What follows belongs to an exercise in optimizing a design on an open flow for small area, a short achievable clock period and few clock cycles; a production flow would make more cautious choices. Only simulation tests tie the RTL to the original design; equivalence was not proved. No activity file was given, so power comes from the tool's default toggle rates.

**flow/config.mk**
```make
export PLATFORM = sky130hd
export DESIGN_NAME = prime_sieve_ctrl
export DESIGN_NICKNAME = prime_sieve_ctrl
export VERILOG_FILES = /design/flow/design.v
export SDC_FILE = /design/flow/constraint.sdc
export NUM_CORES = 4
export LEC_CHECK = 0
export CAP_MARGIN = 20
export CORE_MARGIN = 2
export CORE_UTILIZATION = 40
export SETUP_SLACK_MARGIN = 3.5
export SLEW_MARGIN = 20
```
**flow/constraint.sdc**
```tcl
create_clock -name core_clock -period 6.5 [get_ports {Clock}]
set_input_delay 1.3000 -clock core_clock [delete_from_list [all_inputs] [get_ports {Clock}]]
set_output_delay 1.3000 -clock core_clock [all_outputs]
set_load 0.01 [all_outputs]
```
**flow/design.v**
```verilog
module prime_sieve_ctrl #(
  parameter int N      = 1024,
  parameter int ADDR_W = 10,
  parameter int CNT_W  = 10
) (
  input  logic              Clock,
  input  logic              Reset_n,
  input  logic              Start,
  input  logic              En,
  output logic              Busy,
  output logic              Done,
  output logic              PrimeValid,
  output logic [ADDR_W-1:0] Prime,
  output logic [CNT_W-1:0]  PrimeCount
);
  localparam logic [7:0] LAST = 8'd172;    
  function automatic logic [2:0] skip_at(input logic [7:0] i);
    case (i)
      8'd1: skip_at = 3'd7;
      8'd8: skip_at = 3'd1;
      8'd10: skip_at = 3'd1;
      8'd14: skip_at = 3'd1;
      8'd15: skip_at = 3'd1;
      8'd17: skip_at = 3'd1;
      8'd20: skip_at = 3'd1;
      8'd22: skip_at = 3'd1;
      8'd23: skip_at = 3'd2;
      8'd29: skip_at = 3'd4;
      8'd31: skip_at = 3'd1;
      8'd33: skip_at = 3'd2;
      8'd35: skip_at = 3'd1;
      8'd36: skip_at = 3'd1;
      8'd38: skip_at = 3'd1;
      8'd39: skip_at = 3'd1;
      8'd41: skip_at = 3'd2;
      8'd45: skip_at = 3'd3;
      8'd46: skip_at = 3'd3;
      8'd50: skip_at = 3'd1;
      8'd52: skip_at = 3'd2;
      8'd53: skip_at = 3'd1;
      8'd54: skip_at = 3'd1;
      8'd55: skip_at = 3'd1;
      8'd57: skip_at = 3'd1;
      8'd60: skip_at = 3'd2;
      8'd61: skip_at = 3'd4;
      8'd65: skip_at = 3'd4;
      8'd66: skip_at = 3'd1;
      8'd67: skip_at = 3'd2;
      8'd70: skip_at = 3'd1;
      8'd71: skip_at = 3'd2;
      8'd72: skip_at = 3'd1;
      8'd73: skip_at = 3'd1;
      8'd75: skip_at = 3'd1;
      8'd76: skip_at = 3'd2;
      8'd78: skip_at = 3'd2;
      8'd79: skip_at = 3'd2;
      8'd81: skip_at = 3'd2;
      8'd83: skip_at = 3'd1;
      8'd85: skip_at = 3'd1;
      8'd86: skip_at = 3'd2;
      8'd90: skip_at = 3'd3;
      8'd91: skip_at = 3'd2;
      8'd93: skip_at = 3'd2;
      8'd95: skip_at = 3'd1;
      8'd96: skip_at = 3'd3;
      8'd98: skip_at = 3'd5;
      8'd99: skip_at = 3'd1;
      8'd100: skip_at = 3'd2;
      8'd101: skip_at = 3'd1;
      8'd102: skip_at = 3'd1;
      8'd104: skip_at = 3'd1;
      8'd105: skip_at = 3'd2;
      8'd106: skip_at = 3'd1;
      8'd107: skip_at = 3'd1;
      8'd109: skip_at = 3'd1;
      8'd110: skip_at = 3'd1;
      8'd113: skip_at = 3'd3;
      8'd114: skip_at = 3'd2;
      8'd117: skip_at = 3'd1;
      8'd118: skip_at = 3'd1;
      8'd120: skip_at = 3'd3;
      8'd122: skip_at = 3'd1;
      8'd123: skip_at = 3'd2;
      8'd124: skip_at = 3'd2;
      8'd125: skip_at = 3'd2;
      8'd126: skip_at = 3'd2;
      8'd127: skip_at = 3'd2;
      8'd128: skip_at = 3'd1;
      8'd129: skip_at = 3'd1;
      8'd131: skip_at = 3'd2;
      8'd132: skip_at = 3'd1;
      8'd134: skip_at = 3'd2;
      8'd136: skip_at = 3'd4;
      8'd137: skip_at = 3'd2;
      8'd138: skip_at = 3'd3;
      8'd140: skip_at = 3'd2;
      8'd144: skip_at = 3'd2;
      8'd145: skip_at = 3'd4;
      8'd149: skip_at = 3'd4;
      8'd153: skip_at = 3'd6;
      8'd155: skip_at = 3'd2;
      8'd156: skip_at = 3'd2;
      8'd157: skip_at = 3'd2;
      8'd159: skip_at = 3'd1;
      8'd160: skip_at = 3'd1;
      8'd161: skip_at = 3'd4;
      8'd163: skip_at = 3'd1;
      8'd164: skip_at = 3'd1;
      8'd165: skip_at = 3'd2;
      8'd166: skip_at = 3'd1;
      8'd167: skip_at = 3'd3;
      8'd169: skip_at = 3'd1;
      default: skip_at = 3'd0;
    endcase
  endfunction
  function automatic logic [4:0] step_at(input logic pos, input logic [2:0] code);
    case ({pos, code})
      4'd0: step_at = {4'd1, 1'b1};
      4'd1: step_at = {4'd3, 1'b0};
      4'd2: step_at = {4'd4, 1'b1};
      4'd3: step_at = {4'd6, 1'b0};
      4'd4: step_at = {4'd7, 1'b1};
      4'd5: step_at = {4'd9, 1'b0};
      4'd6: step_at = {4'd10, 1'b1};
      4'd7: step_at = {4'd1, 1'b0};
      4'd8: step_at = {4'd2, 1'b0};
      4'd9: step_at = {4'd3, 1'b1};
      4'd10: step_at = {4'd5, 1'b0};
      4'd11: step_at = {4'd6, 1'b1};
      4'd12: step_at = {4'd8, 1'b0};
      4'd13: step_at = {4'd9, 1'b1};
      4'd14: step_at = {4'd11, 1'b0};
      4'd15: step_at = {4'd0, 1'b0};
      default: step_at = 5'd0;
    endcase
  endfunction
  logic [7:0] idx_q;       
  logic [8:0] half_q;      
  logic       busy_q, done_q;
  logic       pos_q;       
  logic [2:0] code_q;      
  logic [4:0] step_s;
  assign step_s = step_at(pos_q, code_q);
  logic [2:0] rom_s;
  logic rom_n12;
  logic rom_n13;
  logic rom_n14;
  logic rom_n15;
  logic rom_n16;
  logic rom_n17;
  logic rom_n18;
  logic rom_n19;
  logic rom_n20;
  logic rom_n21;
  logic rom_n22;
  logic rom_n23;
  logic rom_n24;
  logic rom_n25;
  logic rom_n26;
  logic rom_n27;
  logic rom_n28;
  logic rom_n29;
  logic rom_n30;
  logic rom_n31;
  logic rom_n32;
  logic rom_n33;
  logic rom_n34;
  logic rom_n35;
  logic rom_n36;
  logic rom_n37;
  logic rom_n38;
  logic rom_n39;
  logic rom_n40;
  logic rom_n41;
  logic rom_n42;
  logic rom_n43;
  logic rom_n44;
  logic rom_n45;
  logic rom_n46;
  logic rom_n47;
  logic rom_n48;
  logic rom_n49;
  logic rom_n50;
  logic rom_n51;
  logic rom_n52;
  logic rom_n53;
  logic rom_n54;
  logic rom_n55;
  logic rom_n56;
  logic rom_n57;
  logic rom_n58;
  logic rom_n59;
  logic rom_n60;
  logic rom_n61;
  logic rom_n62;
  logic rom_n63;
  logic rom_n64;
  logic rom_n65;
  logic rom_n66;
  logic rom_n67;
  logic rom_n69;
  logic rom_n70;
  logic rom_n71;
  logic rom_n72;
  logic rom_n73;
  logic rom_n74;
  logic rom_n75;
  logic rom_n76;
  logic rom_n77;
  logic rom_n78;
  logic rom_n79;
  logic rom_n80;
  logic rom_n81;
  logic rom_n82;
  logic rom_n83;
  logic rom_n84;
  logic rom_n85;
  logic rom_n86;
  logic rom_n87;
  logic rom_n88;
  logic rom_n89;
  logic rom_n90;
  logic rom_n91;
  logic rom_n92;
  logic rom_n93;
  logic rom_n94;
  logic rom_n95;
  logic rom_n96;
  logic rom_n97;
  logic rom_n98;
  logic rom_n99;
  logic rom_n100;
  logic rom_n101;
  logic rom_n102;
  logic rom_n103;
  logic rom_n104;
  logic rom_n105;
  logic rom_n106;
  logic rom_n107;
  logic rom_n108;
  logic rom_n109;
  logic rom_n111;
  logic rom_n112;
  logic rom_n113;
  logic rom_n114;
  logic rom_n115;
  logic rom_n116;
  logic rom_n117;
  logic rom_n118;
  logic rom_n119;
  logic rom_n120;
  logic rom_n121;
  logic rom_n122;
  logic rom_n123;
  logic rom_n124;
  logic rom_n125;
  logic rom_n126;
  logic rom_n127;
  logic rom_n128;
  logic rom_n129;
  logic rom_n130;
  assign rom_n12 = ~idx_q[7] & idx_q[5];
  assign rom_n13 = idx_q[3] & idx_q[2];
  assign rom_n14 = idx_q[3] & ~idx_q[1];
  assign rom_n15 = ~idx_q[0] & rom_n14;
  assign rom_n16 = ~rom_n13 & ~rom_n15;
  assign rom_n17 = idx_q[4] & ~rom_n16;
  assign rom_n18 = ~idx_q[4] & rom_n16;
  assign rom_n19 = ~rom_n17 & ~rom_n18;
  assign rom_n20 = ~rom_n12 & ~rom_n19;
  assign rom_n21 = idx_q[5] & idx_q[1];
  assign rom_n22 = idx_q[5] & idx_q[2];
  assign rom_n23 = ~idx_q[0] & rom_n22;
  assign rom_n24 = idx_q[2] & idx_q[1];
  assign rom_n25 = ~rom_n23 & ~rom_n24;
  assign rom_n26 = ~rom_n21 & ~rom_n25;
  assign rom_n27 = idx_q[4] & idx_q[0];
  assign rom_n28 = idx_q[4] & ~idx_q[1];
  assign rom_n29 = ~rom_n27 & ~rom_n28;
  assign rom_n30 = rom_n26 & ~rom_n29;
  assign rom_n31 = ~idx_q[4] & ~idx_q[2];
  assign rom_n32 = ~idx_q[1] & idx_q[0];
  assign rom_n33 = rom_n31 & rom_n32;
  assign rom_n34 = ~idx_q[7] & ~rom_n33;
  assign rom_n35 = ~rom_n30 & rom_n34;
  assign rom_n36 = ~rom_n20 & ~rom_n35;
  assign rom_n37 = ~idx_q[4] & idx_q[1];
  assign rom_n38 = ~idx_q[0] & rom_n37;
  assign rom_n39 = ~rom_n27 & ~rom_n38;
  assign rom_n40 = rom_n21 & rom_n39;
  assign rom_n41 = ~idx_q[5] & idx_q[0];
  assign rom_n42 = ~idx_q[2] & ~idx_q[1];
  assign rom_n43 = rom_n41 & ~rom_n42;
  assign rom_n44 = idx_q[4] & idx_q[2];
  assign rom_n45 = ~rom_n41 & ~rom_n44;
  assign rom_n46 = ~rom_n43 & ~rom_n45;
  assign rom_n47 = idx_q[7] & ~idx_q[1];
  assign rom_n48 = ~idx_q[0] & rom_n47;
  assign rom_n49 = ~idx_q[6] & ~idx_q[3];
  assign rom_n50 = ~rom_n23 & rom_n49;
  assign rom_n51 = ~rom_n48 & rom_n50;
  assign rom_n52 = ~rom_n46 & rom_n51;
  assign rom_n53 = ~rom_n40 & rom_n52;
  assign rom_n54 = ~rom_n36 & ~rom_n53;
  assign rom_n55 = ~idx_q[0] & rom_n21;
  assign rom_n56 = ~rom_n32 & ~rom_n55;
  assign rom_n57 = ~idx_q[7] & ~rom_n56;
  assign rom_n58 = rom_n54 & ~rom_n57;
  assign rom_n59 = ~rom_n47 & ~rom_n54;
  assign rom_n60 = ~rom_n27 & ~rom_n31;
  assign rom_n61 = ~idx_q[6] & ~rom_n60;
  assign rom_n62 = idx_q[7] & ~idx_q[5];
  assign rom_n63 = ~rom_n13 & ~rom_n62;
  assign rom_n64 = rom_n61 & ~rom_n63;
  assign rom_n65 = ~idx_q[3] & rom_n31;
  assign rom_n66 = ~rom_n64 & ~rom_n65;
  assign rom_n67 = ~rom_n59 & ~rom_n66;
  assign rom_s[2] = ~rom_n58 & rom_n67;
  assign rom_n69 = ~rom_n22 & ~rom_n31;
  assign rom_n70 = rom_n56 & rom_n69;
  assign rom_n71 = ~idx_q[2] & ~rom_n37;
  assign rom_n72 = ~rom_n70 & rom_n71;
  assign rom_n73 = ~rom_n26 & ~rom_n72;
  assign rom_n74 = ~idx_q[7] & ~rom_n73;
  assign rom_n75 = ~rom_n28 & ~rom_n38;
  assign rom_n76 = ~idx_q[5] & ~rom_n75;
  assign rom_n77 = ~rom_n22 & ~rom_n76;
  assign rom_n78 = idx_q[2] & ~idx_q[0];
  assign rom_n79 = rom_n39 & ~rom_n78;
  assign rom_n80 = idx_q[7] & rom_n79;
  assign rom_n81 = ~rom_n77 & rom_n80;
  assign rom_n82 = ~rom_n74 & ~rom_n81;
  assign rom_n83 = idx_q[2] & rom_n38;
  assign rom_n84 = rom_n32 & rom_n45;
  assign rom_n85 = ~rom_n83 & ~rom_n84;
  assign rom_n86 = ~idx_q[6] & ~rom_n85;
  assign rom_n87 = rom_n82 & rom_n86;
  assign rom_n88 = idx_q[3] & ~rom_n44;
  assign rom_n89 = ~rom_n70 & rom_n88;
  assign rom_n90 = idx_q[6] & ~rom_n89;
  assign rom_n91 = rom_n35 & ~rom_n90;
  assign rom_n92 = ~rom_n87 & rom_n91;
  assign rom_n93 = ~idx_q[5] & rom_n83;
  assign rom_n94 = rom_n31 & rom_n43;
  assign rom_n95 = ~idx_q[3] & ~rom_n94;
  assign rom_n96 = ~rom_n93 & rom_n95;
  assign rom_n97 = rom_n82 & rom_n96;
  assign rom_n98 = ~idx_q[5] & ~idx_q[0];
  assign rom_n99 = ~rom_n19 & rom_n98;
  assign rom_n100 = rom_n35 & ~rom_n99;
  assign rom_n101 = ~rom_n33 & rom_n79;
  assign rom_n102 = ~idx_q[6] & ~rom_n24;
  assign rom_n103 = rom_n62 & rom_n102;
  assign rom_n104 = ~rom_n101 & rom_n103;
  assign rom_n105 = idx_q[3] & rom_n12;
  assign rom_n106 = ~rom_n49 & ~rom_n105;
  assign rom_n107 = ~rom_n104 & rom_n106;
  assign rom_n108 = ~rom_n100 & rom_n107;
  assign rom_n109 = ~rom_n97 & ~rom_n108;
  assign rom_s[1] = ~rom_n92 & rom_n109;
  assign rom_n111 = ~idx_q[3] & rom_n23;
  assign rom_n112 = ~rom_n43 & ~rom_n111;
  assign rom_n113 = idx_q[4] & ~rom_n112;
  assign rom_n114 = ~rom_n31 & ~rom_n32;
  assign rom_n115 = idx_q[5] & ~rom_n114;
  assign rom_n116 = idx_q[3] & ~idx_q[2];
  assign rom_n117 = ~rom_n38 & ~rom_n116;
  assign rom_n118 = ~rom_n115 & rom_n117;
  assign rom_n119 = ~rom_n113 & rom_n118;
  assign rom_n120 = ~idx_q[7] & ~rom_n119;
  assign rom_n121 = idx_q[6] & ~rom_n120;
  assign rom_n122 = idx_q[6] & ~rom_n27;
  assign rom_n123 = ~rom_n76 & rom_n122;
  assign rom_n124 = rom_n61 & rom_n98;
  assign rom_n125 = rom_n24 & rom_n41;
  assign rom_n126 = idx_q[3] & ~rom_n125;
  assign rom_n127 = ~rom_n124 & rom_n126;
  assign rom_n128 = ~rom_n86 & rom_n127;
  assign rom_n129 = ~rom_n123 & rom_n128;
  assign rom_n130 = rom_n54 & ~rom_n129;
  assign rom_s[0] = ~rom_n121 & rom_n130;
  always_ff @(posedge Clock or negedge Reset_n) begin
    if (!Reset_n) begin
      idx_q  <= '0;
      half_q <= '0;
      busy_q <= 1'b0;
      done_q <= 1'b0;
      pos_q  <= 1'b0;
      code_q <= '0;
    end else if (En) begin
      if (busy_q) begin
        if (idx_q == LAST) begin
          busy_q <= 1'b0;
          done_q <= 1'b1;
        end else begin
          idx_q  <= idx_q + 8'd1;
          half_q <= half_q + {5'd0, step_s[4:1]};
          pos_q  <= step_s[0];
          code_q <= rom_s;
        end
      end else if (Start) begin
        idx_q  <= 8'd1;
        half_q <= 9'd1;
        pos_q  <= 1'b1;
        code_q <= 3'd7;
        busy_q <= 1'b1;
        done_q <= 1'b0;
      end
    end
  end
  assign Busy       = busy_q;
  assign Done       = done_q;
  assign PrimeValid = busy_q & En;
  assign Prime      = {half_q, (idx_q[7:1] != 7'd0)};
  assign PrimeCount = {2'b00, idx_q};
endmodule
```
**flow/flow/run.sh**
```bash
#!/bin/bash
# Own layout flow: the standard ORFS flow (standard.sh) with
#  - synthesis: the standard script (flow/synth.tcl wraps synth_recipe.tcl's
#    steps), but without Yosys's full-adder extraction and with the ABC script
#    in flow/abc.script (choices + area-recovering mapping) in place of ORFS's
#    speed script; registers, their names and cell types are those of the
#    standard synthesis;
#  - every port still buffered, with sky130_fd_sc_hd__buf_1 as the port buffer;
#  - CTS without dummy loads.
# Each tool's full output goes to a log file in the work folder.
set -euo pipefail
W=$(pwd)
export MY_ABC_D=${MY_ABC_D:-3000}
export MY_ABC_SCRIPT="$W/flow/abc.script"
bash standard.sh SYNTH_SCRIPT="$W/flow/synth.tcl" ADDER_MAP_FILE= synth > "$W/synth.log" 2>&1
bash standard.sh \
  "BUFFER_PORTS_ARGS=-buffer_cell sky130_fd_sc_hd__buf_1" \
  "CTS_ARGS=-sink_clustering_enable -repair_clock_nets -dont_use_dummy_load" \
  finish > "$W/layout.log" 2>&1
```
**flow/flow/abc.script**
```
strash
&get -n
&dch -f
&nf -R 1000
&put
```
**flow/flow/synth.tcl**
```tcl
# Standard synthesis (synth_recipe.tcl), but every ABC call runs the script in
# $MY_ABC_SCRIPT (flow/abc.script) with delay target $MY_ABC_D ps in place of
# ORFS's speed script. run.sh also turns off full-adder extraction
# (ADDER_MAP_FILE empty).
proc synth {args} { yosys synth -nofsm -noshare {*}$args }

proc abc {args} {
  set keep {}
  set skip 0
  foreach a $args {
    if {$skip} { set skip 0; continue }
    if {$a eq "-script" || $a eq "-D"} { set skip 1; continue }
    lappend keep $a
  }
  if {[info exists ::env(MY_ABC_SCRIPT)] && $::env(MY_ABC_SCRIPT) ne ""} {
    set keep [concat [list -script $::env(MY_ABC_SCRIPT)] $keep]
  }
  if {[info exists ::env(MY_ABC_D)] && $::env(MY_ABC_D) ne ""} {
    lappend keep -D $::env(MY_ABC_D)
  }
  puts "my abc: $keep"
  yosys abc {*}$keep
}
source $::env(SCRIPTS_DIR)/synth.tcl
# left out here: clear keep_hierarchy, flatten, clean up, hide names made inside functions, write 1_2_yosys.v
```
**flow/standard.sh**
```bash
#!/bin/bash
# synth_recipe.tcl (not shown) runs the flow's synth.tcl, then flattens the netlist and writes it again
# the make line also repeats each setting of config.mk as NAME=value (left out here)
make -C /OpenROAD-flow-scripts/flow DESIGN_CONFIG=/design/flow/config.mk WORK_HOME=/design/flow/orfs CLKGATE_MAP_FILE= SYNTH_SCRIPT=/design/flow/synth_recipe.tcl "${@:-finish}"
```
==> notes.md <==
Int Pwr roughly 340 uW; Syn Area/Cell about 7.7 sq um; Clock power frac ~14%; drt via density between 5 and 6; setup TNS 0 ps; layout cells sized above 1 approximately 3.1%; CTS root buf clkbuf_8; largest net degree at the start of global routing 24; synthesis-to-finish area growth 13.4%; global route overflow 0; fmax 335 MHz; DRC Markers 0; Gate power share 47.2%; effective utilization at floorplan about two fifths; Synth Instances roughly 200; Routed Antenna Nets 0; complex-gate fraction of the synthesized area between 20 and 30%; CP max-delay cell and2_4; die area about 0.0043 sq mm; worst hold path class register to register; Syn. warnings 1; sw frac 45.1%; Worst-path clk slew approximately 70 ps; worst clock skew roughly 8.7 ps; # IOs 27; xor/xnor share of the synthesized area between 4 and 5%; crit-path cells buf_4 > and2_4 > buf_6; critical path's top delay family buffers and inverters; routed length per placed instance roughly 14 microns; Rel. slew slack 59.6%; worst-path maximum fanout 4; register share of total power 39.2%; Routed WL 3710 microns; Synth Cell Area ~0.0015 sq mm; sw power between 200 and 300 uW; final worst path period share about 46%; Core Util, Final 47.0%; gr usage total 18.8%; Pleak about 0.70 nW; global-route wire length before repair 6350 microns; TritonCTS buffer count 3; vias in the first global route around 1300; initial antenna violation count 0; hpwl dp roughly 2700 microns; clock sink total 23; Critical Path RT between 5000 and 6000 ps; Nets 229; sequential fraction of the synthesis area about two fifths; Crit path arrival time between 1500 and 2000 ps; hold bufs inserted after CTS 0; clk buf depth 2; mux cell area share after synthesis 0%; Final Instance Area ~0.0017 sq mm; RSZ-0062 raised after global routing no; Setup Viol. Count Final 0; clock latency (worst-skew pair) 260 ps; Filler cells slightly below 400; Synth Area in Adders 0.665%; die width 65.3 microns; max incr delay on CP about 160 ps; Crit path buffers/inverters 2; Row Count 22; worst slew pin tran 606 ps; Max-cap violations 0; total core area 0.00363 sq mm; CP Class input port to output port; Placer Congestion between 0.9 and 1; Unique masters post-synth 36; status no timing/DRC/antenna violations; DRT iter0 DRCs between 60 and 70; CTS tree yes; post-synthesis sequential element count 23; Final min period about 3000 ps; diode count 0; Simple-Gate Fraction of Synth Area about a quarter; dpl cell area around 0.0017 sq mm; Die H roughly 65 microns; Final Max Slew Viols 0; P per Cell Area around 370 mW/mm^2; IO Port Bufs 24; Max IR drop VDD 0.131 mV; H-tree level count 1; startpoint types input port; CP Capture Type output port; vias between 1500 and 2000; largest family of logic cells by synthesized area compound AO/OA/AOI/OAI gates; drt first pass iters 4; Final Hold Vio Count 0
-- stage by stage --
step | hold slack [ps] | power (mW) | setup slack, ps | std cells
2_1_floorplan | 498 | 0.461 | 3680 | 197
3_3_place_gp | 448 | 0.544 | 3440 | 268
3_5_place_dp | 453 | 0.542 | 3410 | 268
4_1_cts | 474 | 0.630 | 3510 | 271
5_1_grt | 515 | 0.689 | 3500 | 271
6_report | 473 | 0.626 | 3510 | 271
-- synth_stat cells, drive strengths merged --
| cell type | number | area [sq um] |
|---|---|---|
| or3 | 1 | 6.26 |
| nand3 | 12 | 60.1 |
| a22o | 1 | 8.76 |
| clkinv | 6 | 22.5 |
| dfrtp | 23 | 576 |
| a21oi | 21 | 105 |
| xor2 | 4 | 35.0 |
| nor2b | 3 | 18.8 |
| a211oi | 2 | 15.0 |
| a2111oi | 1 | 8.76 |
| nand2 | 32 | 120 |
| a31oi | 3 | 18.8 |
| o21ai | 25 | 125 |
| a211o | 2 | 17.5 |
| maj3 | 1 | 10.0 |
| nor3 | 6 | 30.0 |
| o21a | 2 | 15.0 |
| buf | 2 | 15.0 |
| and3 | 4 | 25.0 |
| a221o | 1 | 10.0 |
| o211a | 1 | 10.0 |
| or2 | 1 | 6.26 |
| o22ai | 1 | 6.26 |
| nor2 | 16 | 60.1 |
| and2 | 4 | 25.0 |
| xnor2 | 4 | 35.0 |
| o21bai | 1 | 7.51 |
| nor4 | 2 | 12.5 |
| a21o | 1 | 7.51 |
| o211ai | 2 | 15.0 |
| conb | 1 | 3.75 |
| a21boi | 1 | 7.51 |
| o2111ai | 1 | 8.76 |
| a311o | 1 | 10.0 |
| o31ai | 3 | 22.5 |
| nand2b | 4 | 25.0 |
-- layout by cell type (no fill, tap or decap), types with 2 or more instances in the layout --
master / n
nor2b_1: 3
buf_1: 22
a21oi_1: 21
nand2b_1: 4
clkinv_1: 6
buf_4: 2
nor4_1: 2
conb_1: 2
o21ai_0: 25
o31ai_1: 3
xor2_1: 4
and2_0: 3
xnor2_1: 4
nand2_1: 32
clkbuf_8: 3
a31oi_1: 3
nor2_1: 16
o211ai_1: 2
o21a_1: 2
and3_1: 4
nand3_1: 12
dfrtp_1: 23
nor3_1: 6
a211o_1: 2
a211oi_1: 2
-- timing repair --
action	in CTS	in global routing
endpoints found under the setup margin	1	1
buffers inserted	0	0
pin swaps	0	0
resized for setup	5	1
hold endpoints to repair	0	0
-- sequential cells by signal, indices dropped and copies added, names as in the netlist --
signal  count
code_q      3
idx_q       8
half_q      9
busy_q      1
pos_q       1
done_q      1
-- power by group through the flow --
stage / Clock [mW] / Sequential, mW / Combinational [mW]
3_5_place_dp: 0 / 0.248 / 0.294
5_1_grt: 0.0933 / 0.257 / 0.338
3_3_place_gp: 0 / 0.249 / 0.294
2_1_floorplan: 0 / 0.244 / 0.218
6_report: 0.0852 / 0.246 / 0.295
4_1_cts: 0.0877 / 0.245 / 0.297
-- final timing paths --
check / slack [ps] / depth (start not counted) / endpoint / startpoint
setup / recovery: 3510 / 3 / PrimeValid / En
hold / removal: 470 / 1 / half_q[8] / half_q[8]
setup reg to reg: 3870 / 9 / idx_q[7] / idx_q[5]
hold reg to reg: 470 / 1 / half_q[8] / half_q[8]
max in group asynchronous: 5260 / 2 / idx_q[3] / Reset_n
min in group asynchronous: 1000 / 2 / idx_q[0] / Reset_n
-- logic make-up (layout without fill, tap and decap cells) --
| family | Yosys count | in the layout |
|---|---|---|
| buffers and inverters | 8 | 34 |
| flip-flops | 23 | 23 |
| AO/OA/AOI/OAI | 70 | 70 |
| adder cells (fa/ha/maj) | 1 | 1 |
| other | 1 | 2 |
| AND/OR/NAND/NOR | 85 | 85 |
| XOR/XNOR | 8 | 8 |
-- layer usage --
layer	GRT usage [%]	wire length (microns)	vias up	part of all wire (%)
met1	29.4	1820	695	49
li1	-	-	767	-
met3	3.60	234	4	6.3
met2	27.2	1620	59	44
met5	0	0	-	0
met4	2.86	28	0	0.76
-- layout make-up --
type	instances	area (sq um)	share of cell area, %
well taps	48	60.1	3.52
repair buffers	25	109	6.38
multi-input cells	166	898	52.6
clock buffers	3	41.3	2.42
inverters	6	22.5	1.32
flip-flops and latches	23	576	33.7
-- worst register-to-register path, stage by stage (launching register included) --
cell	delay [ps]
dfrtp_1	730
nand3_1	150
nor4_1	370
and2_0	220
nor2_1	120
and3_1	250
and3_1	230
and3_1	210
o21ai_0	140
a21oi_1	60
Testbench counts, summed over its fixed seeds: cycles 2,080.

[static timing again, ports no longer ideal]
How much do the figures lean on ideal ports? The routed layout below was timed once more, with nothing changed but the port constraints. Step 1 (the two cells are an assumption about what drives the block):
set clk [get_ports {Clock}]
set_driving_cell -lib_cell sky130_fd_sc_hd__clkbuf_16 $clk
set_driving_cell -lib_cell sky130_fd_sc_hd__buf_2 [delete_from_list [all_inputs] $clk]
Step 2 also shifts input and output timing later by t, the mid clock arrival at the registers, as if the neighbouring blocks saw the same clock. Three values: no drivers, after step 1, after step 2; two values: the first two.
t (ns): 0.281
setup slack, ns: 3.511 / 3.490 / 3.490
worst setup path after step 2: input to output
clock arrival spread, ns: 0.009 / 0.009
pins driven straight from the clock port: 1
After both steps setup and hold are still met in this run. For this run, drivers alone change the setup slack by -0.021 ns; drivers and shift together by -0.021 ns.
